Background: an optimization exercise with open tools, aiming at small area, a short achievable clock period and few clock cycles. Do not read the settings as production practice. Where RTL was checked, it was by simulation tests only, not by an equivalence proof against the original. No functional check of the RTL was part of runs 1 to 3. Power and IR drop assume default switching activity.

File: flow/design.v
    localparam [19:0] POS_CAP  = 20'hFFFFF;
    localparam [15:0] LINE_CAP = 16'hFFFF;
    localparam [5:0] K_LPAREN  = 6'd0;
    localparam [5:0] K_RPAREN  = 6'd1;
    localparam [5:0] K_LBRACE  = 6'd2;
    localparam [5:0] K_RBRACE  = 6'd3;
    localparam [5:0] K_COMMA   = 6'd4;
    localparam [5:0] K_DOT     = 6'd5;
    localparam [5:0] K_MINUS   = 6'd6;
    localparam [5:0] K_PLUS    = 6'd7;
    localparam [5:0] K_SEMI    = 6'd8;
    localparam [5:0] K_SLASH   = 6'd9;
    localparam [5:0] K_STAR    = 6'd10;
    localparam [5:0] K_BANG    = 6'd11;
    localparam [5:0] K_EQUAL   = 6'd13;
    localparam [5:0] K_GREATER = 6'd15;
    localparam [5:0] K_LESS    = 6'd17;
    localparam [5:0] K_IDENT   = 6'd19;
    localparam [5:0] K_STRING  = 6'd20;
    localparam [5:0] K_NUMBER  = 6'd21;
    localparam [5:0] K_KW_BASE = 6'd22;
    localparam [5:0] K_END     = 6'd38;
    localparam [5:0] K_ERROR   = 6'd39;
    localparam [3:0] S_IDLE    = 4'd0;
    localparam [3:0] S_OP      = 4'd1;
    localparam [3:0] S_SLASH   = 4'd2;
    localparam [3:0] S_COMMENT = 4'd3;
    localparam [3:0] S_STR     = 4'd4;
    localparam [3:0] S_IDENT   = 4'd5;
    localparam [3:0] S_INT     = 4'd6;
    localparam [3:0] S_INTDOT  = 4'd7;
    localparam [3:0] S_FRAC    = 4'd8;
    function automatic is_digit(input [7:0] c);
        is_digit = (c >= 8'h30) && (c <= 8'h39);
    endfunction
    function automatic is_alpha(input [7:0] c);
        is_alpha = ((c >= 8'h61) && (c <= 8'h7A)) || ((c >= 8'h41) && (c <= 8'h5A)) ||
                   (c == 8'h5F);
    endfunction
    function automatic [5:0] single_kind(input [7:0] c);
        case (c)
            "(": single_kind = K_LPAREN;
            ")": single_kind = K_RPAREN;
            "{": single_kind = K_LBRACE;
            "}": single_kind = K_RBRACE;
            ",": single_kind = K_COMMA;
            ".": single_kind = K_DOT;
            "-": single_kind = K_MINUS;
            "+": single_kind = K_PLUS;
            ";": single_kind = K_SEMI;
            default: single_kind = K_STAR;
        endcase
    endfunction
    function automatic is_single(input [7:0] c);
        case (c)
            "(", ")", "{", "}", ",", ".", "-", "+", ";", "*": is_single = 1'b1;
            default: is_single = 1'b0;
        endcase
    endfunction
    function automatic [5:0] op_kind(input [7:0] c);
        case (c)
            "=":     op_kind = K_EQUAL;
            ">":     op_kind = K_GREATER;
            "<":     op_kind = K_LESS;
            default: op_kind = K_BANG;
        endcase
    endfunction
    localparam [5:0] KW_ROOT = 6'd1;
    function automatic [5:0] kw_step(input [5:0] s, input [7:0] c);
        begin
            kw_step = 6'd0;
            case (s)
                6'd1: case (c)
                    "a": kw_step = 6'd2;
                    "c": kw_step = 6'd5;
                    "e": kw_step = 6'd10;
                    "f": kw_step = 6'd14;
                    "i": kw_step = 6'd23;
                    "n": kw_step = 6'd25;
                    "o": kw_step = 6'd28;
                    "p": kw_step = 6'd30;
                    "r": kw_step = 6'd35;
                    "s": kw_step = 6'd41;
                    "t": kw_step = 6'd46;
                    "v": kw_step = 6'd53;
                    "w": kw_step = 6'd56;
                    default: ;
                endcase
                6'd2: case (c)
                    "n": kw_step = 6'd3;
                    default: ;
                endcase
                6'd3: case (c)
                    "d": kw_step = 6'd4;
                    default: ;
                endcase
                6'd5: case (c)
                    "l": kw_step = 6'd6;
                    default: ;
                endcase
                6'd6: case (c)
                    "a": kw_step = 6'd7;
                    default: ;
                endcase
                6'd7: case (c)
                    "s": kw_step = 6'd8;
                    default: ;
                endcase
                6'd8: case (c)
                    "s": kw_step = 6'd9;
                    default: ;
                endcase
                6'd10: case (c)
                    "l": kw_step = 6'd11;
                    default: ;
                endcase
                6'd11: case (c)
                    "s": kw_step = 6'd12;
                    default: ;
                endcase
                6'd12: case (c)
                    "e": kw_step = 6'd13;
                    default: ;
                endcase
                6'd14: case (c)
                    "a": kw_step = 6'd15;
                    "o": kw_step = 6'd21;
                    "u": kw_step = 6'd19;
                    default: ;
                endcase
                6'd15: case (c)
                    "l": kw_step = 6'd16;
                    default: ;
                endcase
                6'd16: case (c)
                    "s": kw_step = 6'd17;
                    default: ;
                endcase
                6'd17: case (c)
                    "e": kw_step = 6'd18;
                    default: ;
                endcase
                6'd19: case (c)
                    "n": kw_step = 6'd20;
                    default: ;
                endcase
                6'd21: case (c)
                    "r": kw_step = 6'd22;
                    default: ;
                endcase
                6'd23: case (c)
                    "f": kw_step = 6'd24;
                    default: ;
                endcase
                6'd25: case (c)
                    "i": kw_step = 6'd26;
                    default: ;
                endcase
                6'd26: case (c)
                    "l": kw_step = 6'd27;
                    default: ;
                endcase
                6'd28: case (c)
                    "r": kw_step = 6'd29;
                    default: ;
                endcase
                6'd30: case (c)
                    "r": kw_step = 6'd31;
                    default: ;
                endcase
                6'd31: case (c)
                    "i": kw_step = 6'd32;
                    default: ;
                endcase
                6'd32: case (c)
                    "n": kw_step = 6'd33;
                    default: ;
                endcase
                6'd33: case (c)
                    "t": kw_step = 6'd34;
                    default: ;
                endcase
                6'd35: case (c)
                    "e": kw_step = 6'd36;
                    default: ;
                endcase
                6'd36: case (c)
                    "t": kw_step = 6'd37;
                    default: ;
                endcase
                6'd37: case (c)
                    "u": kw_step = 6'd38;
                    default: ;
                endcase
                6'd38: case (c)
                    "r": kw_step = 6'd39;
                    default: ;
                endcase
                6'd39: case (c)
                    "n": kw_step = 6'd40;
                    default: ;
                endcase
                6'd41: case (c)
                    "u": kw_step = 6'd42;
                    default: ;
                endcase
                6'd42: case (c)
                    "p": kw_step = 6'd43;
                    default: ;
                endcase
                6'd43: case (c)
                    "e": kw_step = 6'd44;
                    default: ;
                endcase
                6'd44: case (c)
                    "r": kw_step = 6'd45;
                    default: ;
                endcase
                6'd46: case (c)
                    "h": kw_step = 6'd47;
                    "r": kw_step = 6'd50;
                    default: ;
                endcase
                6'd47: case (c)
                    "i": kw_step = 6'd48;
                    default: ;
                endcase
                6'd48: case (c)
                    "s": kw_step = 6'd49;
                    default: ;
                endcase
                6'd50: case (c)
                    "u": kw_step = 6'd51;
                    default: ;
                endcase
                6'd51: case (c)
                    "e": kw_step = 6'd52;
                    default: ;
                endcase
                6'd53: case (c)
                    "a": kw_step = 6'd54;
                    default: ;
                endcase
                6'd54: case (c)
                    "r": kw_step = 6'd55;
                    default: ;
                endcase
                6'd56: case (c)
                    "h": kw_step = 6'd57;
                    default: ;
                endcase
                6'd57: case (c)
                    "i": kw_step = 6'd58;
                    default: ;
                endcase
                6'd58: case (c)
                    "l": kw_step = 6'd59;
                    default: ;
                endcase
                6'd59: case (c)
                    "e": kw_step = 6'd60;
                    default: ;
                endcase
                default: ;
            endcase
        end
    endfunction
    function automatic [5:0] kw_kind(input [5:0] s);
        begin
            case (s)
                6'd4: kw_kind = 6'd22;
                6'd9: kw_kind = 6'd23;
                6'd13: kw_kind = 6'd24;
                6'd18: kw_kind = 6'd25;
                6'd20: kw_kind = 6'd26;
                6'd22: kw_kind = 6'd27;
                6'd24: kw_kind = 6'd28;
                6'd27: kw_kind = 6'd29;
                6'd29: kw_kind = 6'd30;
                6'd34: kw_kind = 6'd31;
                6'd40: kw_kind = 6'd32;
                6'd45: kw_kind = 6'd33;
                6'd49: kw_kind = 6'd34;
                6'd52: kw_kind = 6'd35;
                6'd55: kw_kind = 6'd36;
                6'd60: kw_kind = 6'd37;
                default: kw_kind = 6'd19;
            endcase
        end
    endfunction
`timescale 1ns / 1ps
module script_lexer_tokenizer_unit (
    input  logic        i_clk,
    input  logic        i_rst_n,
    input  logic        i_byte_valid,
    output logic        o_byte_ready,
    input  logic [7:0]  i_byte_ch,
    input  logic        i_byte_final,
    output logic        o_tok_valid,
    input  logic        i_tok_ready,
    output logic [5:0]  o_tok_kind,
    output logic [19:0] o_tok_start,
    output logic [19:0] o_tok_len,
    output logic [15:0] o_tok_line,
    output logic [15:0] o_tok_col,
    output logic [7:0]  o_tok_bad,
    output logic        o_tok_last
);
    localparam [19:0] POS_CAP  = 20'hFFFFF;
    localparam [15:0] LINE_CAP = 16'hFFFF;
    localparam [5:0] K_LPAREN  = 6'd0;
    localparam [5:0] K_RPAREN  = 6'd1;
    localparam [5:0] K_LBRACE  = 6'd2;
    localparam [5:0] K_RBRACE  = 6'd3;
    localparam [5:0] K_COMMA   = 6'd4;
    localparam [5:0] K_DOT     = 6'd5;
    localparam [5:0] K_MINUS   = 6'd6;
    localparam [5:0] K_PLUS    = 6'd7;
    localparam [5:0] K_SEMI    = 6'd8;
    localparam [5:0] K_SLASH   = 6'd9;
    localparam [5:0] K_STAR    = 6'd10;
    localparam [5:0] K_BANG    = 6'd11;
    localparam [5:0] K_EQUAL   = 6'd13;
    localparam [5:0] K_GREATER = 6'd15;
    localparam [5:0] K_LESS    = 6'd17;
    localparam [5:0] K_IDENT   = 6'd19;
    localparam [5:0] K_STRING  = 6'd20;
    localparam [5:0] K_NUMBER  = 6'd21;
    localparam [5:0] K_KW_BASE = 6'd22;
    localparam [5:0] K_END     = 6'd38;
    localparam [5:0] K_ERROR   = 6'd39;
    localparam [3:0] S_IDLE    = 4'd0;
    localparam [3:0] S_OP      = 4'd1;
    localparam [3:0] S_SLASH   = 4'd2;
    localparam [3:0] S_COMMENT = 4'd3;
    localparam [3:0] S_STR     = 4'd4;
    localparam [3:0] S_IDENT   = 4'd5;
    localparam [3:0] S_INT     = 4'd6;
    localparam [3:0] S_INTDOT  = 4'd7;
    localparam [3:0] S_FRAC    = 4'd8;
    function automatic is_digit(input [7:0] c);
        is_digit = (c >= 8'h30) && (c <= 8'h39);
    endfunction
    function automatic is_alpha(input [7:0] c);
        is_alpha = ((c >= 8'h61) && (c <= 8'h7A)) || ((c >= 8'h41) && (c <= 8'h5A)) ||
                   (c == 8'h5F);
    endfunction
    function automatic [5:0] single_kind(input [7:0] c);
        case (c)
            "(": single_kind = K_LPAREN;
            ")": single_kind = K_RPAREN;
            "{": single_kind = K_LBRACE;
            "}": single_kind = K_RBRACE;
            ",": single_kind = K_COMMA;
            ".": single_kind = K_DOT;
            "-": single_kind = K_MINUS;
            "+": single_kind = K_PLUS;
            ";": single_kind = K_SEMI;
            default: single_kind = K_STAR;
        endcase
    endfunction
    function automatic is_single(input [7:0] c);
        case (c)
            "(", ")", "{", "}", ",", ".", "-", "+", ";", "*": is_single = 1'b1;
            default: is_single = 1'b0;
        endcase
    endfunction
    function automatic [5:0] op_kind(input [7:0] c);
        case (c)
            "=":     op_kind = K_EQUAL;
            ">":     op_kind = K_GREATER;
            "<":     op_kind = K_LESS;
            default: op_kind = K_BANG;
        endcase
    endfunction
    localparam [5:0] KW_ROOT = 6'd1;
    function automatic [5:0] kw_step(input [5:0] s, input [7:0] c);
        begin
            kw_step = 6'd0;
            case (s)
                6'd1: case (c)
                    "a": kw_step = 6'd2;
                    "c": kw_step = 6'd5;
                    "e": kw_step = 6'd10;
                    "f": kw_step = 6'd14;
                    "i": kw_step = 6'd23;
                    "n": kw_step = 6'd25;
                    "o": kw_step = 6'd28;
                    "p": kw_step = 6'd30;
                    "r": kw_step = 6'd35;
                    "s": kw_step = 6'd41;
                    "t": kw_step = 6'd46;
                    "v": kw_step = 6'd53;
                    "w": kw_step = 6'd56;
                    default: ;
                endcase
                6'd2: case (c)
                    "n": kw_step = 6'd3;
                    default: ;
                endcase
                6'd3: case (c)
                    "d": kw_step = 6'd4;
                    default: ;
                endcase
                6'd5: case (c)
                    "l": kw_step = 6'd6;
                    default: ;
                endcase
                6'd6: case (c)
                    "a": kw_step = 6'd7;
                    default: ;
                endcase
                6'd7: case (c)
                    "s": kw_step = 6'd8;
                    default: ;
                endcase
                6'd8: case (c)
                    "s": kw_step = 6'd9;
                    default: ;
                endcase
                6'd10: case (c)
                    "l": kw_step = 6'd11;
                    default: ;
                endcase
                6'd11: case (c)
                    "s": kw_step = 6'd12;
                    default: ;
                endcase
                6'd12: case (c)
                    "e": kw_step = 6'd13;
                    default: ;
                endcase
                6'd14: case (c)
                    "a": kw_step = 6'd15;
                    "o": kw_step = 6'd21;
                    "u": kw_step = 6'd19;
                    default: ;
                endcase
                6'd15: case (c)
                    "l": kw_step = 6'd16;
                    default: ;
                endcase
                6'd16: case (c)
                    "s": kw_step = 6'd17;
                    default: ;
                endcase
                6'd17: case (c)
                    "e": kw_step = 6'd18;
                    default: ;
                endcase
                6'd19: case (c)
                    "n": kw_step = 6'd20;
                    default: ;
                endcase
                6'd21: case (c)
                    "r": kw_step = 6'd22;
                    default: ;
                endcase
                6'd23: case (c)
                    "f": kw_step = 6'd24;
                    default: ;
                endcase
                6'd25: case (c)
                    "i": kw_step = 6'd26;
                    default: ;
                endcase
                6'd26: case (c)
                    "l": kw_step = 6'd27;
                    default: ;
                endcase
                6'd28: case (c)
                    "r": kw_step = 6'd29;
                    default: ;
                endcase
                6'd30: case (c)
                    "r": kw_step = 6'd31;
                    default: ;
                endcase
                6'd31: case (c)
                    "i": kw_step = 6'd32;
                    default: ;
                endcase
                6'd32: case (c)
                    "n": kw_step = 6'd33;
                    default: ;
                endcase
                6'd33: case (c)
                    "t": kw_step = 6'd34;
                    default: ;
                endcase
                6'd35: case (c)
                    "e": kw_step = 6'd36;
                    default: ;
                endcase
                6'd36: case (c)
                    "t": kw_step = 6'd37;
                    default: ;
                endcase
                6'd37: case (c)
                    "u": kw_step = 6'd38;
                    default: ;
                endcase
                6'd38: case (c)
                    "r": kw_step = 6'd39;
                    default: ;
                endcase
                6'd39: case (c)
                    "n": kw_step = 6'd40;
                    default: ;
                endcase
                6'd41: case (c)
                    "u": kw_step = 6'd42;
                    default: ;
                endcase
                6'd42: case (c)
                    "p": kw_step = 6'd43;
                    default: ;
                endcase
                6'd43: case (c)
                    "e": kw_step = 6'd44;
                    default: ;
                endcase
                6'd44: case (c)
                    "r": kw_step = 6'd45;
                    default: ;
                endcase
                6'd46: case (c)
                    "h": kw_step = 6'd47;
                    "r": kw_step = 6'd50;
                    default: ;
                endcase
                6'd47: case (c)
                    "i": kw_step = 6'd48;
                    default: ;
                endcase
                6'd48: case (c)
                    "s": kw_step = 6'd49;
                    default: ;
                endcase
                6'd50: case (c)
                    "u": kw_step = 6'd51;
                    default: ;
                endcase
                6'd51: case (c)
                    "e": kw_step = 6'd52;
                    default: ;
                endcase
                6'd53: case (c)
                    "a": kw_step = 6'd54;
                    default: ;
                endcase
                6'd54: case (c)
                    "r": kw_step = 6'd55;
                    default: ;
                endcase
                6'd56: case (c)
                    "h": kw_step = 6'd57;
                    default: ;
                endcase
                6'd57: case (c)
                    "i": kw_step = 6'd58;
                    default: ;
                endcase
                6'd58: case (c)
                    "l": kw_step = 6'd59;
                    default: ;
                endcase
                6'd59: case (c)
                    "e": kw_step = 6'd60;
                    default: ;
                endcase
                default: ;
            endcase
        end
    endfunction
    function automatic [5:0] kw_kind(input [5:0] s);
        begin
            case (s)
                6'd4: kw_kind = 6'd22;
                6'd9: kw_kind = 6'd23;
                6'd13: kw_kind = 6'd24;
                6'd18: kw_kind = 6'd25;
                6'd20: kw_kind = 6'd26;
                6'd22: kw_kind = 6'd27;
                6'd24: kw_kind = 6'd28;
                6'd27: kw_kind = 6'd29;
                6'd29: kw_kind = 6'd30;
                6'd34: kw_kind = 6'd31;
                6'd40: kw_kind = 6'd32;
                6'd45: kw_kind = 6'd33;
                6'd49: kw_kind = 6'd34;
                6'd52: kw_kind = 6'd35;
                6'd55: kw_kind = 6'd36;
                6'd60: kw_kind = 6'd37;
                default: kw_kind = 6'd19;
            endcase
        end
    endfunction
    logic        r_bv, r_fin;
    logic [7:0]  r_ch;
    logic        r_bv1, r_fin1, r_bv2, r_fin2;
    logic [7:0]  r_ch1, r_ch2;
    logic        r_vout, r_lout;
    logic [3:0]  r_mode, n_mode;
    logic        r_pend, n_pend;     
    logic        r_plast, n_plast;   
    logic        r_post, n_post;     
    logic        r_endp, n_endp;     
    logic [5:0]  r_kind, n_kind;
    logic [5:0]  r_trie, n_trie;
    logic [19:0] r_tb, n_tb;
    logic [19:0] r_len, n_len;
    logic [19:0] r_pos, n_pos;
    logic [15:0] r_line, n_line;
    logic [15:0] r_col, n_col;
    logic [7:0]  r_bad, n_bad;
    logic        consume;
    wire [7:0] c        = r_ch;
    wire       c_dig    = is_digit(c);
    wire       c_alp    = is_alpha(c);
    wire       c_aln    = c_dig || c_alp;
    wire       c_single = is_single(c);
    wire       c_op     = (c == "!") || (c == "=") || (c == "<") || (c == ">");
    wire       c_slash  = (c == "/");
    wire       c_quote  = (c == "\"");
    wire       c_nl     = (c == 8'h0A);
    wire       c_ws     = (c == " ") || (c == 8'h0D) || (c == 8'h09);
    wire       c_eq     = (c == "=");
    wire       c_dot    = (c == ".");
    wire       c_err    = !(c_single || c_op || c_slash || c_quote || c_nl || c_ws || c_aln);
    wire        pos_sat = &r_pos;
    wire [19:0] pos_i   = pos_sat ? r_pos : r_pos + 20'd1;
    wire [19:0] len_i   = pos_sat ? r_len : r_len + 20'd1;
    wire [15:0] col_i   = (&r_col) ? r_col : r_col + 16'd1;
    wire [15:0] line_i  = (&r_line) ? r_line : r_line + 16'd1;
    logic terminates, closable;
    always_comb begin
        terminates = 1'b0;
        closable   = 1'b1;
        case (r_mode)
            S_OP:     terminates = !c_eq;
            S_SLASH:  terminates = !c_slash;
            S_IDENT:  terminates = !c_aln;
            S_INT:    terminates = !c_dig && !c_dot;
            S_INTDOT: terminates = !c_dig;
            S_FRAC:   terminates = !c_dig;
            default:  closable = 1'b0;
        endcase
    end
    assign o_tok_valid = r_vout;
    assign o_tok_last  = r_lout;
    assign o_tok_kind  = r_kind;
    assign o_tok_start = r_tb;
    assign o_tok_len   = r_len;
    assign o_tok_line  = r_line;
    assign o_tok_col   = r_col;
    assign o_tok_bad   = r_bad;
    wire stall = r_vout && !i_tok_ready;
    always_comb begin
        logic do_idle, hold;
        n_mode = r_mode; n_pend = r_pend; n_plast = r_plast; n_post = r_post;
        n_endp = r_endp; n_kind = r_kind; n_trie = r_trie; n_tb = r_tb; n_len = r_len;
        n_pos = r_pos; n_line = r_line; n_col = r_col; n_bad = r_bad;
        consume = 1'b0; do_idle = 1'b0; hold = 1'b0;
        begin
            n_pend = 1'b0; n_plast = 1'b1;
            if (r_endp) begin
                n_endp = 1'b0; n_post = 1'b0; n_mode = S_IDLE;
                n_pos = '0; n_line = 16'd1; n_col = '0;
                consume = 1'b1;
            end else if (r_post) begin
                if (r_mode == S_INTDOT) begin
                    n_tb = r_pos; n_len = {19'd0, !pos_sat}; n_pos = pos_i; n_col = col_i;
                    n_kind = K_DOT; n_bad = '0; n_pend = 1'b1; n_plast = 1'b0;
                    n_mode = S_IDLE;
                end else begin
                    n_tb = r_pos; n_len = '0; n_kind = K_END; n_bad = '0;
                    n_pend = 1'b1; n_plast = 1'b1; n_endp = 1'b1; n_mode = S_IDLE;
                end
            end else if (r_bv) begin
                case (r_mode)
                    S_OP: begin
                        if (c_eq) begin
                            n_pos = pos_i; n_col = col_i; n_len = len_i;
                            n_kind = r_kind + 6'd1; n_pend = 1'b1; n_mode = S_IDLE;
                        end else do_idle = 1'b1;
                    end
                    S_SLASH: begin
                        if (c_slash) begin
                            n_pos = pos_i; n_col = col_i; n_len = len_i; n_mode = S_COMMENT;
                        end else do_idle = 1'b1;
                    end
                    S_COMMENT: begin
                        if (!c_nl) begin
                            n_pos = pos_i; n_col = col_i;
                        end else do_idle = 1'b1;
                    end
                    S_STR: begin
                        if (c_nl) n_line = line_i;
                        n_pos = pos_i; n_col = col_i; n_len = len_i;
                        if (c_quote) begin
                            n_kind = K_STRING; n_pend = 1'b1; n_mode = S_IDLE;
                        end
                    end
                    S_IDENT: begin
                        if (c_aln) begin
                            n_trie = kw_step(r_trie, c); n_kind = kw_kind(n_trie);
                            n_pos = pos_i; n_col = col_i; n_len = len_i;
                        end else do_idle = 1'b1;
                    end
                    S_INT: begin
                        if (c_dig) begin
                            n_pos = pos_i; n_col = col_i; n_len = len_i;
                        end else if (c_dot) n_mode = S_INTDOT;
                        else do_idle = 1'b1;
                    end
                    S_FRAC: begin
                        if (c_dig) begin
                            n_pos = pos_i; n_col = col_i; n_len = len_i;
                        end else do_idle = 1'b1;
                    end
                    S_INTDOT: begin
                        hold = 1'b1;
                        if (c_dig) begin
                            n_pos = pos_i; n_col = col_i; n_len = len_i; n_mode = S_FRAC;
                        end else begin
                            n_tb = r_pos; n_len = {19'd0, !pos_sat}; n_pos = pos_i;
                            n_col = col_i; n_kind = K_DOT; n_bad = '0; n_pend = 1'b1;
                            n_plast = !r_fin && !c_single && !c_err; n_mode = S_IDLE;
                        end
                    end
                    default: do_idle = 1'b1;
                endcase
                if (do_idle) begin
                    n_tb = r_pos; n_pos = pos_i; n_col = col_i; n_len = {19'd0, !pos_sat};
                    n_bad = '0; n_mode = S_IDLE;
                    if (c_single) begin
                        n_kind = single_kind(c); n_pend = 1'b1;
                    end else if (c_op) begin
                        n_kind = op_kind(c); n_mode = S_OP;
                    end else if (c_slash) begin
                        n_kind = K_SLASH; n_mode = S_SLASH;
                    end else if (c_quote) begin
                        n_kind = K_STRING; n_mode = S_STR;
                    end else if (c_nl) begin
                        n_col = 16'd1; n_line = line_i;
                    end else if (c_dig) begin
                        n_kind = K_NUMBER; n_mode = S_INT;
                    end else if (c_alp) begin
                        n_trie = kw_step(KW_ROOT, c); n_kind = K_IDENT; n_mode = S_IDENT;
                    end else if (c_err) begin
                        n_kind = K_ERROR; n_len = 20'd1; n_bad = c; n_pend = 1'b1;
                    end
                end
                if (!hold) begin
                    if (r_fin) begin
                        n_post = 1'b1; n_plast = 1'b0;
                    end else consume = 1'b1;
                end
            end
        end
    end
    wire       accept = i_byte_valid && !r_bv2;
    wire       a_free = !r_bv || consume;    
    wire       x_bv   = a_free ? r_bv1 : 1'b1;
    wire [7:0] x_ch   = a_free ? r_ch1 : r_ch;
    wire       x_fin  = a_free ? r_fin1 : r_fin;
    logic x_term, x_closable;
    always_comb begin
        x_term = 1'b0;
        x_closable = 1'b1;
        case (n_mode)
            S_OP:     x_term = (x_ch != "=");
            S_SLASH:  x_term = (x_ch != "/");
            S_IDENT:  x_term = !(is_digit(x_ch) || is_alpha(x_ch));
            S_INT:    x_term = !is_digit(x_ch) && (x_ch != ".");
            S_INTDOT: x_term = !is_digit(x_ch);
            S_FRAC:   x_term = !is_digit(x_ch);
            default:  x_closable = 1'b0;
        endcase
    end
    wire x_tokbyte = is_single(x_ch) ||
                     !(is_digit(x_ch) || is_alpha(x_ch) || (x_ch == "!") || (x_ch == "=") ||
                       (x_ch == "<") || (x_ch == ">") || (x_ch == "/") || (x_ch == "\"") ||
                       (x_ch == 8'h0A) || (x_ch == " ") || (x_ch == 8'h0D) || (x_ch == 8'h09));
    wire x_close = x_bv && !n_post && x_term;
    assign o_byte_ready = !r_bv2;
    wire q_move  = stall ? !r_bv : a_free;
    wire q1_move = q_move && r_bv1;
    always_ff @(posedge i_clk) begin
        if (!i_rst_n) begin
            r_bv <= 1'b0; r_bv1 <= 1'b0; r_bv2 <= 1'b0; r_vout <= 1'b0;
        end else begin
            if (q_move) r_bv <= r_bv1;
            if (q1_move) begin
                r_bv1 <= r_bv2 || accept;
                r_bv2 <= 1'b0;
            end else if (r_bv1) begin
                if (accept) r_bv2 <= 1'b1;
            end else begin
                r_bv1 <= accept;
            end
            if (!stall) r_vout <= n_pend || x_close || (n_post && x_closable);
        end
    end
    always_ff @(posedge i_clk) begin
        if (q_move) begin
            r_ch  <= r_ch1;
            r_fin <= r_fin1;
        end
        if (q1_move ? !r_bv2 : !r_bv1) begin
            r_ch1  <= i_byte_ch;
            r_fin1 <= i_byte_final;
        end else if (q1_move) begin
            r_ch1  <= r_ch2;
            r_fin1 <= r_fin2;
        end
        if (accept) begin
            r_ch2  <= i_byte_ch;
            r_fin2 <= i_byte_final;
        end
        if (!stall)
            r_lout <= n_pend ? n_plast :
                      x_close && !x_fin && (n_mode != S_INTDOT) && !x_tokbyte;
    end
    always_ff @(posedge i_clk) begin
        if (!i_rst_n) begin
            r_mode <= S_IDLE; r_pend <= 1'b0; r_post <= 1'b0; r_endp <= 1'b0;
            r_pos <= '0; r_line <= 16'd1; r_col <= '0;
        end else if (!stall) begin
            r_mode <= n_mode; r_pend <= n_pend; r_post <= n_post; r_endp <= n_endp;
            r_pos <= n_pos; r_line <= n_line; r_col <= n_col;
        end
    end
    always_ff @(posedge i_clk) begin
        if (!stall) begin
            r_plast <= n_plast; r_kind <= n_kind; r_trie <= n_trie; r_tb <= n_tb;
            r_len <= n_len; r_bad <= n_bad;
        end
    end
endmodule
File: flow/flow/run.sh
#!/bin/bash
# Standard layout, with ORFS's timing repair asked to leave more setup slack
# than the clock needs (the clock, constraints and steps are unchanged).
set -euo pipefail
export SETUP_SLACK_MARGIN=6.5
bash standard.sh > standard_flow.log 2>&1
File: flow/standard.sh
#!/bin/bash
# synth_recipe.tcl (not shown) runs the flow's synth.tcl, then flattens the netlist and writes it again
# the make line also repeats each setting of config.mk as NAME=value (left out here)
make -C /OpenROAD-flow-scripts/flow DESIGN_CONFIG=/design/flow/config.mk WORK_HOME=/design/flow/orfs CLKGATE_MAP_FILE= SYNTH_SCRIPT=/design/flow/synth_recipe.tcl "${@:-finish}"
File: flow/config.mk
export PLATFORM = sky130hd
export DESIGN_NAME = script_lexer_tokenizer_unit
export DESIGN_NICKNAME = script_lexer_tokenizer_unit
export VERILOG_FILES = /design/flow/design.v
export SDC_FILE = /design/flow/constraint.sdc
export NUM_CORES = 4
export LEC_CHECK = 0
export CAP_MARGIN = 20
export CORE_MARGIN = 2
export CORE_UTILIZATION = 40
export SLEW_MARGIN = 20
File: flow/constraint.sdc
create_clock -name core_clock -period 11.0 [get_ports {i_clk}]
set_input_delay 2.2000 -clock core_clock [delete_from_list [all_inputs] [get_ports {i_clk}]]
set_output_delay 2.2000 -clock core_clock [all_outputs]
set_load 0.01 [all_outputs]
==> results of run 1 <==
## Yosys cell counts, drive strengths merged, types with 15 or more instances
| cell | instances | share of area, % |
|---|---|---|
| a211oi | 20 | 1.5 |
| a21oi | 67 | 3.3 |
| a31oi | 23 | 1.4 |
| and3 | 16 | 0.97 |
| buf | 40 | 2.2 |
| clkbuf | 35 | 1.3 |
| dfxtp | 62 | 12 |
| edfxtp | 88 | 26 |
| inv | 25 | 0.91 |
| mux2 | 16 | 1.7 |
| nand2 | 108 | 3.9 |
| nand3 | 66 | 3.3 |
| nand4 | 39 | 2.5 |
| nor2 | 124 | 4.5 |
| nor2b | 16 | 0.97 |
| nor3 | 41 | 2.2 |
| nor4 | 15 | 1.1 |
| o211ai | 19 | 1.4 |
| o21ai | 75 | 3.7 |
| xor2 | 34 | 2.9 |
## power by group through the flow
stage	Clock, mW	Combinational, mW	Sequential, mW
floorplan	0	0.288	0.737
global placement	0	0.448	0.751
detailed placement	0	0.451	0.753
CTS	0.580	0.454	0.741
global route	0.600	0.509	0.748
finish	0.568	0.469	0.739
## cell type report
type                    instances  area [sq um]
fillers                      2455         13070
clock inverters                14         130.1
well taps                     330         412.9
clock buffers                  18         439.2
inverters                      29         110.1
flip-flops and latches        150          3884
multi-input cells             946          6043
repair buffers                122          1169
## per-stage QoR
step / instances / instance area [sq um] / power [mW] / utilization, %
global route: 1609 / 12190 / 1.856 / 48.26
finish: 1609 / 12190 / 1.776 / 48.26
floorplan: 1200 / 10320 / 1.025 / -
CTS: 1603 / 12110 / 1.775 / 47.94
global placement: 1571 / 11530 / 1.200 / 45.66
detailed placement: 1571 / 11530 / 1.204 / 45.66
## final timing paths
check / startpoint / end / slack [ns] / cells past startpoint
hold reg to reg: r_fin1 / r_fin / 0.47 / 0
hold / removal: r_fin1 / r_fin / 0.47 / 0
setup / recovery: r_ch[0] / r_kind[5] / 6.73 / 16
setup reg to reg: r_ch[0] / r_kind[5] / 6.73 / 16
## timing repair
item	4_1_cts	5_1_grt
gates resized for setup	3	5
setup buffers	0	6
gates cloned	0	0
endpoints found under the setup margin	24	12
hold buffers	0	0
## state kept, by name, summed over array words and instances (netlist names), 4 cells and up
| name | flops |
|---|---|
| r_len | 20 |
| r_pos | 20 |
| r_tb | 20 |
| r_col | 16 |
| r_line | 16 |
| r_bad | 8 |
| r_ch1 | 8 |
| r_ch2 | 8 |
| r_ch | 8 |
| r_kind | 6 |
| r_trie | 6 |
| r_mode | 4 |
## metal layers
metal / up-vias / wire [um] / GRT usage, %
li1: 4750 / - / -
met1: 4687 / 14420 / 32.88
met2: 426 / 13350 / 33.13
met3: 52 / 2298 / 4.495
met4: 0 / 676 / 6.719
met5: - / 0 / 0
## cell families (layout without fill, tap and decap cells)
group | count (synthesis) | count (layout)
AOI/OAI and AO/OA | 317 | 317
xor gates and xnor gates | 44 | 44
adders and majority gates | 11 | 11
buffers and inverters | 104 | 183
DFF | 150 | 150
muxes | 30 | 30
and+or+nand+nor | 544 | 544
## critical path, cell delays in order (launching register included)
cell and delay (ns):
edfxtp_1 0.52, buf_4 0.31, nor2b_1 0.18, buf_4 0.19, nand2_1 0.09, nor3_1 0.06, o21ai_0 0.19, o2111ai_1 0.21
or4_1 0.56, a211oi_1 0.24, buf_4 0.19, ha_1 0.16, inv_1 0.06, mux2_2 0.27, a221oi_2 0.38, nor4b_1 0.10
a221o_1 0.27
==> summary.txt, run 1 <==
Worst hold path
  – Hold WC Path Type: reg -> reg

CTS
  – CTS max path bufs: 2
  – H-tree levels: 4
  – CTS root buf: clkbuf_16
  – Reg clk slew, reported paths: 0.07 ns
  – # clock sinks: 150
  – CTS buffer count: 17
  – CTS tree: done
  – Clock latency on the worst-skew pair: about 0.43 ns

Floorplan
  – Core footprint: approximately 0.025 sq mm
  – Num ports: 102
  – Chip width: 164.6 um
  – Initial Utilization: 40.86%
  – Die Y: ~160 um
  – Cell row count: 58
  – Die ar.: roughly 0.027 sq mm

Setup path
  – Crit path arrival time: approximately 4.4 ns
  – Setup crit end kind: flop
  – Max FO, Critical Path: 34
  – Startpoint Class: flop
  – Critical Path RT: ~11 ns
  – Setup CP Type: reg -> reg

Power
  – Comb pwr share: 26.4%
  – NetSw: roughly 0.61 mW
  – Seq pwr share: about two fifths
  – Clk pwr share: approximately a third
  – Power Dens Cells: 145.7 mW/mm^2
  – Sw Share: ~34%
  – Worst vdd ir: ~110 uV
  – Leak: ~4 nW
  – Power Internal: about 1.2 mW

GRT
  – GR Overflow Total: 0
  – All-Layer GR Usage: approximately 22%
  – First-pass GRT wire length: a little under 50000 um
  – Vias in the first global route: ~8.9k
  – Antenna violations before repair: 0
  – Largest net degree at the start of global routing: 44

Drt
  – DR vias: about 9.9k
  – Wire length per cell: approximately 19 um
  – Initial DRC Count: ~1.3k
  – Via-per-instance ratio: 6.162
  – DRT Pass-1 Iters: 6
  – DRC viols: 0
  – Final ANT Viol Nets: 0
  – WL final: 30750 um

Synthesis
  – Syn_area_per_cell: 8.600 sq um
  – Sequential area share after synthesis: a little under two fifths
  – Post-Syn Instances: 1200
  – Yosys warns: 1
  – Post-synth EDFFs: ~90
  – Largest family of logic cells by synthesized area: simple AND/OR/NAND/NOR gates
  – Synth Area in Adders: under 10%
  – Yosys reg bits: 150
  – Synth Area in Compound Gates: roughly a fifth
  – Async SR Flop Fraction: 0%
  – Multiplexer share of the synthesized area: 3.104%
  – Synth Area in XOR/XNOR: approximately 3.7%
  – Mapped cell area: about 0.010 sq mm
  – Unique masters post-synth: 101
  – Synth Net Count: 1224
  – Primary FF master, synth: edfxtp_1
  – Post-Synth Simple-Gate Area: between 20 and 30%

Run
  – Max-Cap Viols: 0

Place
  – HPWL Detailed: ~22000 um
  – Final weighted congestion in routability-driven placement: between 0.9 and 1
  – Pre-CTS setup slack: roughly 5.4 ns
  – PortBufs: between 100 and 150

Cells and area
  – Most frequent cells in the layout: nor2_1, nand2_1, clkdlybuf4s50_1, edfxtp_1, o21ai_0
  – Most common cell after layout, fill and taps aside: nor2_1
  – Diodes inserted: 0
  – Fraction of layout cells with a size suffix above 1: 9.304%
  – Final net count: 1290
  – Area Overhead vs Synth: 18.10%

STA
  – Setup_tns: 0 ns
  – Minimum clock period after layout: 4.271 ns
  – Slew headroom: between 30 and 40%
  – Max Clk Rate: 234.1 MHz
  – PnR worst setup slack: 6.729 ns
  – Slew Limit Fails: 0
  – RSZ-0062 raised after global routing: no
  – Final hold vios: 0
  – Worst Max-Slew Pin Slew: about 1 ns
  – WHS: approximately 0.47 ns
  – Fin crit share: about two fifths
  – Worst Skew: approximately 0.018 ns
  – Endpoints failing setup: 0

Run status
  – Status: complete, no violations
==> run 2, diff against run 1 <==
==> flow/flow/run.sh (replaced) <==
#!/bin/bash
# Standard layout, with ORFS's timing repair asked to leave more setup slack
# than the clock needs (the clock, constraints and steps are unchanged).
set -euo pipefail
export SETUP_SLACK_MARGIN=7.5
bash standard.sh > standard_flow.log 2>&1
==> summary.txt, run 2 <==
Run status
  – Status: complete, no violations

GRT
  – Largest net degree at the start of global routing: 44
  – Antenna violations before repair: 0
  – All-Layer GR Usage: 24.14%
  – GR Overflow Total: 0
  – First-pass GRT wire length: 52350 um
  – Vias in the first global route: 9762

Setup path
  – Setup crit end kind: flop
  – CP Cell Sequence: buf_12 -> buf_16 -> or3b_4 -> a2111o_1 -> a21oi_2 -> or4_4 -> a211oi_4 -> ha_4 -> inv_2 -> mux2_4 -> a221oi_4 -> nor4b_2 -> a221o_1
  – CP bufs+invs: 3
  – CP max-delay cell: edfxtp_1
  – CP top delay family: compound AO/OA/AOI/OAI gates
  – Max FO, Critical Path: 5
  – Critical Path RT: ~11 ns
  – Startpoint Class: flop
  – Setup CP Type: reg -> reg
  – Crit path arrival time: about 3.8 ns
  – CP max stage delay: between 0.5 and 0.6 ns

CTS
  – # clock sinks: 150
  – Reg clk slew, reported paths: ~0.07 ns
  – CTS tree: done
  – CTS root buf: clkbuf_16
  – Clock latency on the worst-skew pair: 0.42 ns
  – H-tree levels: 4
  – CTS max path bufs: 2
  – CTS buffer count: 17
  – Cts hold-fix bufs: 0

Place
  – Final weighted congestion in routability-driven placement: roughly 0.97
  – HPWL Detailed: between 20000 and 25000 um
  – Pre-CTS setup slack: 5.925 ns
  – PortBufs: 101

STA
  – Max Clk Rate: around 270 MHz
  – Worst Max-Slew Pin Slew: ~1 ns
  – PnR worst setup slack: about 7.4 ns
  – Slew Limit Fails: 0
  – Setup_tns: 0 ns
  – Worst Skew: 0.01458 ns
  – Fin crit share: about a third
  – Endpoints failing setup: 0
  – Slew headroom: 33.06%
  – Final hold vios: 0
  – Minimum clock period after layout: between 3 and 4 ns
  – RSZ-0062 raised after global routing: yes

Synthesis
  – Sequential area share after synthesis: between 30% and 40%
  – Post-synth EDFFs: approximately 90
  – Yosys warns: 1
  – Count leader, synth: nor2_1
  – Area leader, netlist: edfxtp_1
  – Syn_area_per_cell: about 8.6 sq um
  – Yosys reg bits: 150
  – Synth Net Count: around 1.2k
  – Mapped cell area: ~0.010 sq mm
  – Post-Syn Instances: between 1k and 1.5k
  – Unique masters post-synth: roughly 100
  – Share of the synthesized area in the top cell type: between 20 and 30%
  – Top cells by count, synth: nor2_1, nand2_1, edfxtp_1
  – Async SR Flop Fraction: 0%
  – Primary FF master, synth: edfxtp_1
  – Largest cells by area after synthesis: edfxtp_1, dfxtp_1, nor2_1

Drt
  – DRC viols: 0
  – DRT Pass-1 Iters: 7
  – Wire length per cell: about 19 um
  – DR vias: about 11k
  – Final ANT Viol Nets: 0
  – Via-per-instance ratio: around 6.2
  – WL final: 33890 um
  – Initial DRC Count: 1246

Floorplan
  – Core footprint: roughly 0.025 sq mm
  – Die ar.: 0.02710 sq mm
  – Die Y: around 160 um
  – Chip width: between 150 and 200 um
  – Initial Utilization: approximately two fifths
  – Num ports: slightly above 100
  – Cell row count: 58

Cells and area
  – Most common cell after layout, fill and taps aside: buf_4
  – Most frequent cells in the layout: buf_4, nor2_1, nand2_1, edfxtp_1, dlygate4sd2_1
  – Diodes inserted: 0
  – Fraction of layout cells with a size suffix above 1: between 20% and 30%
  – Final net count: around 1.4k
  – Area Overhead vs Synth: 35.64%
  – Number of fill cells: between 2k and 2.5k
  – Regs by FF count: r_len x20, r_pos x20, r_tb x20

Worst hold path
  – Hold WC Path Type: reg -> reg

Run
  – Max-Cap Viols: 0

Power
  – Power Dens Cells: between 100 and 150 mW/mm^2
  – Worst vdd ir: around 110 uV
  – Leak: slightly above 5 nW
-- run 2: cell counts after synthesis --
Identical to the previous run, type by type.
-- run 2: cell type report --
class                           instances  area [sq um]  share of cell area (%)
Inverter                               29         122.6                  0.8759
Clock inverter                         15         177.7                   1.269
Timing Repair inverter                  2         12.51                 0.08938
Timing Repair Buffer                  249          2230                   15.93
Tap cell                              330         412.9                   2.950
Clock buffer                           17         425.4                   3.039
Sequential cell                       150          3904                   27.89
Multi-Input combinational cell        950          6714                   47.96
-- run 2: final timing paths --
kind              startpoint        end  slack (ns)  cells after the start
setup / recovery     r_ch[0]  r_kind[5]        7.36                     13
hold / removal        r_fin1      r_fin        0.47                      0
setup reg to reg     r_ch[0]  r_kind[5]        7.36                     13
hold reg to reg       r_fin1      r_fin        0.47                      0
-- run 2: layer usage --
| layer | up-vias | global-route usage [%] | wire length, um |
|---|---|---|---|
| li1 | 5021 | - | - |
| met1 | 5107 | 33.96 | 14580 |
| met2 | 592 | 37.58 | 15060 |
| met3 | 121 | 4.897 | 3172 |
| met4 | 0 | 6.957 | 1073 |
| met5 | - | 0 | 0 |
-- run 2: kinds of logic (layout without fill, tap and decap cells) --
| kind of cell | Yosys count | in the layout | share of synthesized area [%] |
|---|---|---|---|
| buffers and inverters | 104 | 312 | 4.486 |
| AND/OR/NAND/NOR | 544 | 545 | 28.71 |
| adder cells (fa/ha/maj) | 11 | 11 | 1.334 |
| flip-flops | 150 | 150 | 37.63 |
| XOR/XNOR | 44 | 44 | 3.734 |
| multiplexers | 30 | 30 | 3.104 |
| AO/OA/AOI/OAI | 317 | 320 | 21.00 |
-- run 2: per-stage QoR --
step           util, %  instances  area [sq um]  hold WS [ns]  power [mW]
2_1_floorplan        -       1200         10380        0.4274       1.030
6_report         55.43       1742         14000        0.4682       1.944
3_3_place_gp     45.64       1565         11520        0.4507       1.201
4_1_cts          52.72       1695         13310        0.4689       1.901
5_1_grt          55.43       1742         14000        0.4825       2.033
3_5_place_dp     45.64       1565         11520        0.4566       1.204
-- run 2: power breakdown --
group	leakage (nW)	switching [mW]	internal, mW
logic	3.52	0.367	0.261
registers	1.36	0.0442	0.671
clock network	0.298	0.257	0.345
-- run 2: repair_timing --
action / in CTS / in global routing
endpoints found under the setup margin: 220 / 80
buffers inserted: 89 / 46
hold endpoints to repair: 0 / 0
gates cloned: 9 / 1
gates resized for setup: 184 / 75
pin swaps: 17 / 40
==> run 3, diff against run 2 <==
==> flow/flow/run.sh (replaced) <==
#!/bin/bash
# Standard layout, with ORFS's timing repair asked to leave more setup slack
# than the clock needs (the clock, constraints and steps are unchanged).
set -euo pipefail
export SETUP_SLACK_MARGIN=9
bash standard.sh > standard_flow.log 2>&1
==> summary.txt, run 3 <==
Cells and area
  – Diodes inserted: 0
  – Area Overhead vs Synth: 64.48%
  – Number of fill cells: about 1.9k
  – Most common cell after layout, fill and taps aside: buf_4
  – Final net count: 1601
  – Area of the multi-input gates: 0.007879 sq mm
  – Post-Layout Cell Count: 1920
  – Regs by FF count: r_len x20, r_pos x20, r_tb x20
  – Fraction of layout cells with a size suffix above 1: between 40% and 50%
  – Most frequent cells in the layout: buf_4, buf_6, nand2_1, nor2_1, edfxtp_1
  – Fin util: between 60 and 70%
  – Register area: approximately 0.004 sq mm

Setup path
  – Setup crit end kind: flop
  – Setup CP Type: reg -> reg
  – CP max stage delay: 0.45 ns
  – CP top delay family: compound AO/OA/AOI/OAI gates
  – Startpoint Class: flop
  – CP max-delay cell: edfxtp_1
  – Crit path depth: 16
  – CP Cell Sequence: buf_4 -> nand4b_1 -> buf_4 -> buf_4 -> buf_4 -> buf_4 -> o21ai_0 -> a31oi_1 -> nor2_2 -> nor3_4 -> ha_4 -> inv_2 -> mux2_4 -> a221oi_4 -> nor4b_2 -> a221o_1
  – Crit path arrival time: approximately 3.8 ns
  – Max FO, Critical Path: 4
  – Critical path's most frequent cell: buf_4
  – R2R cell count: 16
  – CP bufs+invs: 6
  – Critical Path RT: between 10 and 15 ns

Synthesis
  – Synth Net Count: 1224
  – Count leader, synth: nor2_1
  – Unique masters post-synth: ~100
  – Mapped cell area: about 0.010 sq mm
  – Yosys warns: 1
  – Sequential area share after synthesis: around 38%
  – Primary FF master, synth: edfxtp_1
  – Post-Syn Instances: approximately 1.2k
  – Area leader, netlist: edfxtp_1
  – Largest cells by area after synthesis: edfxtp_1, dfxtp_1, nor2_1
  – Share of the synthesized area in the top cell type: 25.61%
  – Top cells by count, synth: nor2_1, nand2_1, edfxtp_1
  – Post-synth EDFFs: about 90
  – Syn_area_per_cell: about 8.6 sq um
  – Async SR Flop Fraction: 0%
  – Yosys reg bits: 150

CTS
  – CTS root buf: clkbuf_16
  – CTS buffer count: 17
  – Cts hold-fix bufs: 0
  – # clock sinks: 150
  – Clock latency on the worst-skew pair: between 0.4 and 0.5 ns
  – H-tree levels: 4
  – Reg clk slew, reported paths: 0.06 ns
  – CTS max path bufs: 2
  – CTS tree: done

Drt
  – Final ANT Viol Nets: 0
  – Via-per-instance ratio: ~6.4
  – WL final: approximately 43000 um
  – Wire length per cell: ~22 um
  – DRC viols: 0
  – Initial DRC Count: roughly 1.6k
  – DR vias: between 10k and 15k
  – DRT Pass-1 Iters: 6

Floorplan
  – Core footprint: 0.02525 sq mm
  – Die Y: 164.6 um
  – Chip width: 164.6 um
  – Initial Utilization: roughly 40%
  – Die ar.: 0.02710 sq mm
  – Cell row count: 58
  – Num ports: about 100

GRT
  – GR Overflow Total: 0
  – First-pass GRT wire length: about 64000 um
  – Antenna violations before repair: 0
  – All-Layer GR Usage: 30.00%
  – Vias in the first global route: 11.65k
  – Largest net degree at the start of global routing: 25

STA
  – Minimum clock period after layout: 3.629 ns
  – RSZ-0062 raised after global routing: yes
  – Worst Max-Slew Pin Slew: ~0.95 ns
  – WHS: 0.4634 ns
  – Fin crit share: roughly a third
  – Max Clk Rate: ~280 MHz
  – Worst Skew: roughly 0.016 ns
  – Setup_tns: 0 ns
  – Slew Limit Fails: 0
  – Endpoints failing setup: 0
  – Final hold vios: 0
  – Slew headroom: a little under two fifths

Worst hold path
  – Hold WC Path Type: reg -> reg
  – Hold path cells: 0

Place
  – Placed Cells: about 1.6k
  – HPWL Detailed: 23130 um
  – PortBufs: between 100 and 150
  – Final weighted congestion in routability-driven placement: ~0.93

Power
  – NetSw: a little over 0.8 mW
  – Worst vdd ir: between 100 and 150 uV
  – Sw Share: a little over a third
  – Comb pwr share: a little over two fifths
  – Power Internal: 1.491 mW
  – Power Dens Cells: about 140 mW/mm^2
  – Seq pwr share: between 30 and 40%
  – Clk pwr share: a little over a quarter
  – Leak: 6.328 nW

Run
  – Max-Cap Viols: 0

Run status
  – Status: complete, no violations
## run 3: changes by cell type in the layout (fill, tap and decap cells not counted), moves of 18 or more
cell / change
nor2_1: -22
buf_2: +54
dfxtp_4: +20
buf_6: +102
buf_4: +83
o21ai_0: -19
nor2_4: +18
dlygate4sd2_1: -77
dfxtp_1: -21
## run 3: layout make-up
| class | instances | area share (%) |
|---|---|---|
| clock buffers | 19 | 2.550 |
| repair buffers | 415 | 22.87 |
| inverters | 29 | 1.003 |
| multi-input cells | 960 | 46.42 |
| well taps | 330 | 2.433 |
| flip-flops and latches | 150 | 23.45 |
| repair inverters | 4 | 0.2875 |
| clock inverters | 13 | 0.9878 |
## run 3: cells by family (layout without fill, tap and decap cells)
group | after synthesis | in the layout | synth area share [%]
AND/OR/NAND/NOR | 544 | 553 | 28.71
AO/OA/AOI/OAI | 317 | 322 | 21.00
flip-flops | 150 | 150 | 37.63
buffers and inverters | 104 | 480 | 4.486
XOR/XNOR | 44 | 44 | 3.734
multiplexers | 30 | 30 | 3.104
adder cells (fa/ha/maj) | 11 | 11 | 1.334
## run 3: repair_timing
action                     CTS  global route
gates cloned                26             0
pin swaps                   91            95
gates resized for setup    714           142
setup endpoints to repair  298           298
buffers inserted           227            67
## run 3: metal layers
metal  GRT usage (%)  part of all wire [%]  wire (um)
met1           39.26                    39      16730
met2           49.37                    47      20000
met3           7.082                    10       4392
met4           8.972                   3.6       1518
met5               0                     0          0
## run 3: power by group through the flow
stage                     sequential, mW  clock, mW  combinational [mW]
after floorplan                    0.735          0               0.332
after global placement             0.745          0               0.490
after detailed placement           0.747          0               0.489
after CTS                          0.708      0.617               0.820
after global routing               0.714      0.642                1.02
final                              0.709      0.610               0.982
## run 3: worst register-to-register path, delay by kind of cell (launching register included)
family          cells  cell delay (ns)
simple gates        4             0.63
buf+inv             6             0.82
fa+ha+maj           1             0.28
mux                 1             0.28
compound gates      4             0.93
flops               1             0.45
## run 3: worst paths after layout
check | to | slack, ns | start
worst max-delay path | r_kind[5] | 7.37 | r_ch[7]
worst min-delay path | r_fin | 0.46 | r_fin1
worst max register to register | r_kind[5] | 7.37 | r_ch[7]
worst min register to register | r_fin | 0.46 | r_fin1
## run 3: stage by stage
| stage | area [sq um] | setup slack [ns] | power (mW) |
|---|---|---|---|
| 2_1_floorplan | 10970 | 7.353 | 1.067 |
| 3_3_place_gp | 12000 | 6.139 | 1.235 |
| 3_5_place_dp | 12000 | 6.009 | 1.235 |
| 4_1_cts | 15780 | 7.452 | 2.145 |
| 5_1_grt | 16970 | 7.331 | 2.381 |
| 6_report | 16970 | 7.371 | 2.301 |
==> run 4, diff against run 3 <==
--- a/flow/design.v
+++ b/flow/design.v
@@ -37,6 +37,14 @@
         is_alpha = ((c >= 8'h61) && (c <= 8'h7A)) || ((c >= 8'h41) && (c <= 8'h5A)) ||
                    (c == 8'h5F);
     endfunction
+    function automatic [5:0] paired_kind(input [5:0] k);
+        case (k[2:0])
+            3'd3:    paired_kind = 6'd12;
+            3'd5:    paired_kind = 6'd14;
+            3'd7:    paired_kind = 6'd16;
+            default: paired_kind = 6'd18;
+        endcase
+    endfunction
     function automatic [5:0] single_kind(input [7:0] c);
         case (c)
             "(": single_kind = K_LPAREN;
@@ -345,6 +353,14 @@
         is_alpha = ((c >= 8'h61) && (c <= 8'h7A)) || ((c >= 8'h41) && (c <= 8'h5A)) ||
                    (c == 8'h5F);
     endfunction
+    function automatic [5:0] paired_kind(input [5:0] k);
+        case (k[2:0])
+            3'd3:    paired_kind = 6'd12;
+            3'd5:    paired_kind = 6'd14;
+            3'd7:    paired_kind = 6'd16;
+            default: paired_kind = 6'd18;
+        endcase
+    endfunction
     function automatic [5:0] single_kind(input [7:0] c);
         case (c)
             "(": single_kind = K_LPAREN;
@@ -613,7 +629,7 @@
     logic [19:0] r_pos, n_pos;
     logic [15:0] r_line, n_line;
     logic [15:0] r_col, n_col;
-    logic [7:0]  r_bad, n_bad;
+    logic        r_errh, n_errh;     
     logic        consume;
     wire [7:0] c        = r_ch;
     wire       c_dig    = is_digit(c);
@@ -654,13 +670,13 @@
     assign o_tok_len   = r_len;
     assign o_tok_line  = r_line;
     assign o_tok_col   = r_col;
-    assign o_tok_bad   = r_bad;
+    assign o_tok_bad   = r_errh ? r_ch : 8'd0;
     wire stall = r_vout && !i_tok_ready;
     always_comb begin
         logic do_idle, hold;
         n_mode = r_mode; n_pend = r_pend; n_plast = r_plast; n_post = r_post;
         n_endp = r_endp; n_kind = r_kind; n_trie = r_trie; n_tb = r_tb; n_len = r_len;
-        n_pos = r_pos; n_line = r_line; n_col = r_col; n_bad = r_bad;
+        n_pos = r_pos; n_line = r_line; n_col = r_col; n_errh = 1'b0;
         consume = 1'b0; do_idle = 1'b0; hold = 1'b0;
         begin
             n_pend = 1'b0; n_plast = 1'b1;
@@ -668,13 +684,16 @@
                 n_endp = 1'b0; n_post = 1'b0; n_mode = S_IDLE;
                 n_pos = '0; n_line = 16'd1; n_col = '0;
                 consume = 1'b1;
+            end else if (r_errh) begin
+                if (r_fin) n_post = 1'b1;
+                else consume = 1'b1;
             end else if (r_post) begin
                 if (r_mode == S_INTDOT) begin
                     n_tb = r_pos; n_len = {19'd0, !pos_sat}; n_pos = pos_i; n_col = col_i;
-                    n_kind = K_DOT; n_bad = '0; n_pend = 1'b1; n_plast = 1'b0;
+                    n_kind = K_DOT; n_pend = 1'b1; n_plast = 1'b0;
                     n_mode = S_IDLE;
                 end else begin
-                    n_tb = r_pos; n_len = '0; n_kind = K_END; n_bad = '0;
+                    n_tb = r_pos; n_len = '0; n_kind = K_END;
                     n_pend = 1'b1; n_plast = 1'b1; n_endp = 1'b1; n_mode = S_IDLE;
                 end
             end else if (r_bv) begin
@@ -682,7 +701,7 @@
                     S_OP: begin
                         if (c_eq) begin
                             n_pos = pos_i; n_col = col_i; n_len = len_i;
-                            n_kind = r_kind + 6'd1; n_pend = 1'b1; n_mode = S_IDLE;
+                            n_kind = paired_kind(r_kind); n_pend = 1'b1; n_mode = S_IDLE;
                         end else do_idle = 1'b1;
                     end
                     S_SLASH: begin
@@ -725,7 +744,7 @@
                             n_pos = pos_i; n_col = col_i; n_len = len_i; n_mode = S_FRAC;
                         end else begin
                             n_tb = r_pos; n_len = {19'd0, !pos_sat}; n_pos = pos_i;
-                            n_col = col_i; n_kind = K_DOT; n_bad = '0; n_pend = 1'b1;
+                            n_col = col_i; n_kind = K_DOT; n_pend = 1'b1;
                             n_plast = !r_fin && !c_single && !c_err; n_mode = S_IDLE;
                         end
                     end
@@ -733,7 +752,7 @@
                 endcase
                 if (do_idle) begin
                     n_tb = r_pos; n_pos = pos_i; n_col = col_i; n_len = {19'd0, !pos_sat};
-                    n_bad = '0; n_mode = S_IDLE;
+                    n_mode = S_IDLE;
                     if (c_single) begin
                         n_kind = single_kind(c); n_pend = 1'b1;
                     end else if (c_op) begin
@@ -749,7 +768,8 @@
                     end else if (c_alp) begin
                         n_trie = kw_step(KW_ROOT, c); n_kind = K_IDENT; n_mode = S_IDENT;
                     end else if (c_err) begin
-                        n_kind = K_ERROR; n_len = 20'd1; n_bad = c; n_pend = 1'b1;
+                        n_kind = K_ERROR; n_len = 20'd1; n_pend = 1'b1; n_errh = 1'b1;
+                        n_plast = !r_fin; hold = 1'b1;
                     end
                 end
                 if (!hold) begin
@@ -825,17 +845,17 @@
     end
     always_ff @(posedge i_clk) begin
         if (!i_rst_n) begin
-            r_mode <= S_IDLE; r_pend <= 1'b0; r_post <= 1'b0; r_endp <= 1'b0;
+            r_mode <= S_IDLE; r_pend <= 1'b0; r_errh <= 1'b0; r_post <= 1'b0; r_endp <= 1'b0;
             r_pos <= '0; r_line <= 16'd1; r_col <= '0;
         end else if (!stall) begin
-            r_mode <= n_mode; r_pend <= n_pend; r_post <= n_post; r_endp <= n_endp;
+            r_mode <= n_mode; r_pend <= n_pend; r_errh <= n_errh; r_post <= n_post; r_endp <= n_endp;
             r_pos <= n_pos; r_line <= n_line; r_col <= n_col;
         end
     end
     always_ff @(posedge i_clk) begin
         if (!stall) begin
             r_plast <= n_plast; r_kind <= n_kind; r_trie <= n_trie; r_tb <= n_tb;
-            r_len <= n_len; r_bad <= n_bad;
+            r_len <= n_len;
         end
     end
 endmodule
==> flow/flow/run.sh (replaced) <==
#!/bin/bash
# Standard layout (the standard.sh: ORFS synthesis to finish, same clock and
# constraints), with two changes to how the layout is made:
#  - the port buffers that ORFS inserts are plain buffers (buf_1) rather than the
#    delay cell ORFS picks by default; every port still gets its own buffer;
#  - ORFS's timing repair aims for more setup slack than the clock needs.
set -euo pipefail
export SETUP_SLACK_MARGIN=7.0
export BUFFER_PORTS_ARGS="-buffer_cell sky130_fd_sc_hd__buf_1"
bash standard.sh > standard_flow.log 2>&1
==> summary.txt, run 4 <==
Place
  – PortBufs: a little over 100
  – Final weighted congestion in routability-driven placement: 0.9540
  – Dpl cell area: approximately 0.010 sq mm
  – HPWL Detailed: around 20000 um

Run status
  – Status: complete, no violations

Synthesis
  – Primary FF master, synth: edfxtp_1
  – Largest cells by area after synthesis: edfxtp_1, dfxtp_1, nor2_1
  – Post-synth EDFFs: 80
  – Synth Net Count: 1190
  – Area leader, netlist: edfxtp_1
  – Yosys warns: 1
  – Count leader, synth: nor2_1
  – Top cells by count, synth: nor2_1, nand2_1, edfxtp_1
  – Share of the synthesized area in the top cell type: roughly a quarter
  – Post-Syn Instances: around 1.2k
  – Mapped cell area: between 0.009 and 0.01 sq mm
  – Yosys reg bits: 143
  – Unique masters post-synth: 88
  – Async SR Flop Fraction: 0%
  – Sequential area share after synthesis: between 30% and 40%
  – Syn_area_per_cell: between 8 and 9 sq um

Setup path
  – Worst Setup EP: r_kind[3]
  – CP bufs+invs: 3
  – Setup crit end kind: flop
  – Crit path depth: 14
  – Critical R2R Capture: r_kind[3]
  – R2R cell count: 14
  – Startpoint Class: flop
  – Worst flop-to-flop path startpoint: r_ch[0]
  – Max FO, Critical Path: 37
  – CP max-delay cell: or4_1
  – CP top delay family: compound AO/OA/AOI/OAI gates
  – CP Cell Sequence: buf_6 -> nor2b_1 -> buf_4 -> a32oi_2 -> nor2_1 -> mux4_2 -> or4_1 -> inv_1 -> ha_2 -> o21a_1 -> o31a_1 -> o211ai_1 -> o2111ai_1 -> a21oi_1
  – Critical Path RT: about 11 ns
  – CP max stage delay: ~0.62 ns
  – Crit path arrival time: 4.19 ns
  – Setup CP Type: reg -> reg
  – Reg2Reg Setup Slack: 7.07 ns
  – Source of the critical timing path: r_ch[0]

Drt
  – DRC viols: 0
  – Via-per-instance ratio: ~5.9
  – DRT Pass-1 Iters: 6
  – DR vias: approximately 9.5k
  – Wire length per cell: roughly 18 um
  – WL final: approximately 29000 um
  – Final ANT Viol Nets: 0
  – Initial DRC Count: slightly below 800

Floorplan
  – Die ar.: roughly 0.026 sq mm
  – Cell row count: 57
  – Initial Utilization: ~40%
  – Num ports: 102
  – Die Y: between 150 and 200 um
  – Core footprint: 0.02411 sq mm
  – Chip width: roughly 160 um

GRT
  – All-Layer GR Usage: between 20% and 30%
  – First-pass GRT wire length: about 46000 um
  – Vias in the first global route: around 8.7k
  – Antenna violations before repair: 0
  – Largest net degree at the start of global routing: 40
  – GR Overflow Total: 0

STA
  – Fin crit share: 35.76%
  – WHS: about 0.45 ns
  – Endpoints failing setup: 0
  – Slew Limit Fails: 0
  – Slew headroom: about 33%
  – Minimum clock period after layout: slightly below 4 ns
  – RSZ-0062 raised after global routing: yes
  – Worst Max-Slew Pin Slew: 0.9985 ns
  – Setup_tns: 0 ns
  – Worst Skew: roughly 0.020 ns
  – Final hold vios: 0
  – Max Clk Rate: between 200 and 300 MHz

CTS
  – Clock latency on the worst-skew pair: between 0.4 and 0.5 ns
  – CTS max path bufs: 2
  – Cts hold-fix bufs: 0
  – H-tree levels: 4
  – CTS buffer count: 17
  – Reg clk slew, reported paths: about 0.07 ns
  – # clock sinks: 143
  – CTS tree: done
  – CTS root buf: clkbuf_16

Power
  – Leak: approximately 4 nW
  – Total power: around 1.9 mW
  – Worst vdd ir: between 90 and 100 uV
  – Power Dens Cells: 167.2 mW/mm^2

Cells and area
  – Diodes inserted: 0
  – Most frequent cells in the layout: nor2_1, nand2_1, buf_1, edfxtp_1, nand3_1
  – Final net count: 1288
  – Most common cell after layout, fill and taps aside: nor2_1
  – Design area: 0.01146 sq mm
  – Area Overhead vs Synth: 17.45%
  – Fraction of layout cells with a size suffix above 1: a little under an eighth
  – Regs by FF count: r_len x20, r_pos x20, r_tb x20

Worst hold path
  – Hold WC Path Type: reg -> reg

Run
  – Max-Cap Viols: 0
[run 4: where the power goes]
part	internal [mW]	switching, mW	total, mW
combinational	0.223	0.391	0.614
sequential	0.666	0.0830	0.749
clock	0.314	0.240	0.554
[run 4: stage by stage]
step	setup WS (ns)	std cells	util [%]
after floorplan	6.731	1169	-
after global placement	6.280	1528	43.03
after detailed placement	6.178	1528	43.03
after CTS	7.016	1587	46.41
after global routing	6.945	1604	47.56
final	7.067	1604	47.56
[run 4: logic make-up (layout without fill, tap and decap cells)]
group	count (synthesis)	after routing	synth area share (%)
AOI/OAI and AO/OA	261	261	17.82
xor gates and xnor gates	56	56	5.025
adders and majority gates	9	9	1.128
buffers and inverters	109	220	4.384
DFF	143	143	37.53
muxes	27	27	3.423
and+or+nand+nor	564	564	30.69
[run 4: timing repair]
item | CTS | global route
resized for setup | 11 | 28
setup endpoints to repair | 78 | 31
setup buffers | 27 | 17
pin swaps | 2 | 3
endpoints found under the hold margin | 0 | 0
[run 4: final cells by class]
class	instances	area, sq um
clock buffer	17	425.4
tap	324	405.4
fill	2409	12640
clock inverter	15	136.4
timing repair buffer	161	885.9
multi-input combinational	917	5839
sequential	143	3666
inverter	27	105.1
[run 4: how the worst min path moves through the flow]
stage	startpoint	to	cells after the start
5_1_grt	r_pos[19]	r_tb[19]	0
3_3_place_gp	r_pos[19]	r_tb[19]	0
2_1_floorplan	r_pos[19]	r_tb[19]	0
6_report	r_pos[19]	r_tb[19]	0
3_5_place_dp	r_pos[19]	r_tb[19]	0
4_1_cts	r_pos[19]	r_tb[19]	0
[run 4: metal layers]
layer | GRT usage (%) | up-vias | wire length (um)
li1 | - | 4516 | -
met1 | 29.56 | 4573 | 13230
met4 | 7.699 | 0 | 691
met5 | 0 | - | 0
met2 | 35.24 | 351 | 13450
met3 | 3.455 | 59 | 1592
Testbench counts of run 4, summed over its fixed seeds: cycles 22,586.

==> re-timing with driven ports <==
No port has a modelled driver above. Below, the same layouts with a new extraction and two added sets of constraints. Step 1 sets driving cells, clkbuf_16 on the clock port and buf_2 on the other inputs (assumed; they add their load-dependent delay and slew). Step 2 also shifts input and output timing later by t, the mid clock arrival at the registers, as if the neighbouring blocks saw the same clock. Slacks: ideal ports / drivers / drivers and shift; pairs: ideal ports / drivers.
run | t (ns) | setup slack, ns | worst hold slack (ns) | worst setup path after step 2 | worst slew at a driven data input, ns
run 1 | 0.470 | 6.729 / 6.729 / 6.414 | 0.472 / 0.472 / 0.472 | input to register | 0.04
run 2 | 0.465 | 7.358 / 7.358 / 7.129 | 0.468 / 0.468 / 0.468 | input to register | 0.04
run 3 | 0.468 | 7.371 / 7.371 / 7.141 | 0.463 / 0.463 / 0.463 | input to register | 0.06
run 4 | 0.459 | 7.067 / 7.067 / 6.783 | 0.448 / 0.448 / 0.448 | input to register | 0.03
After both steps every run listed still meets setup and hold. For run 1, which loses most, drivers alone change the setup slack by 0.000 ns; drivers and shift together by -0.315 ns.
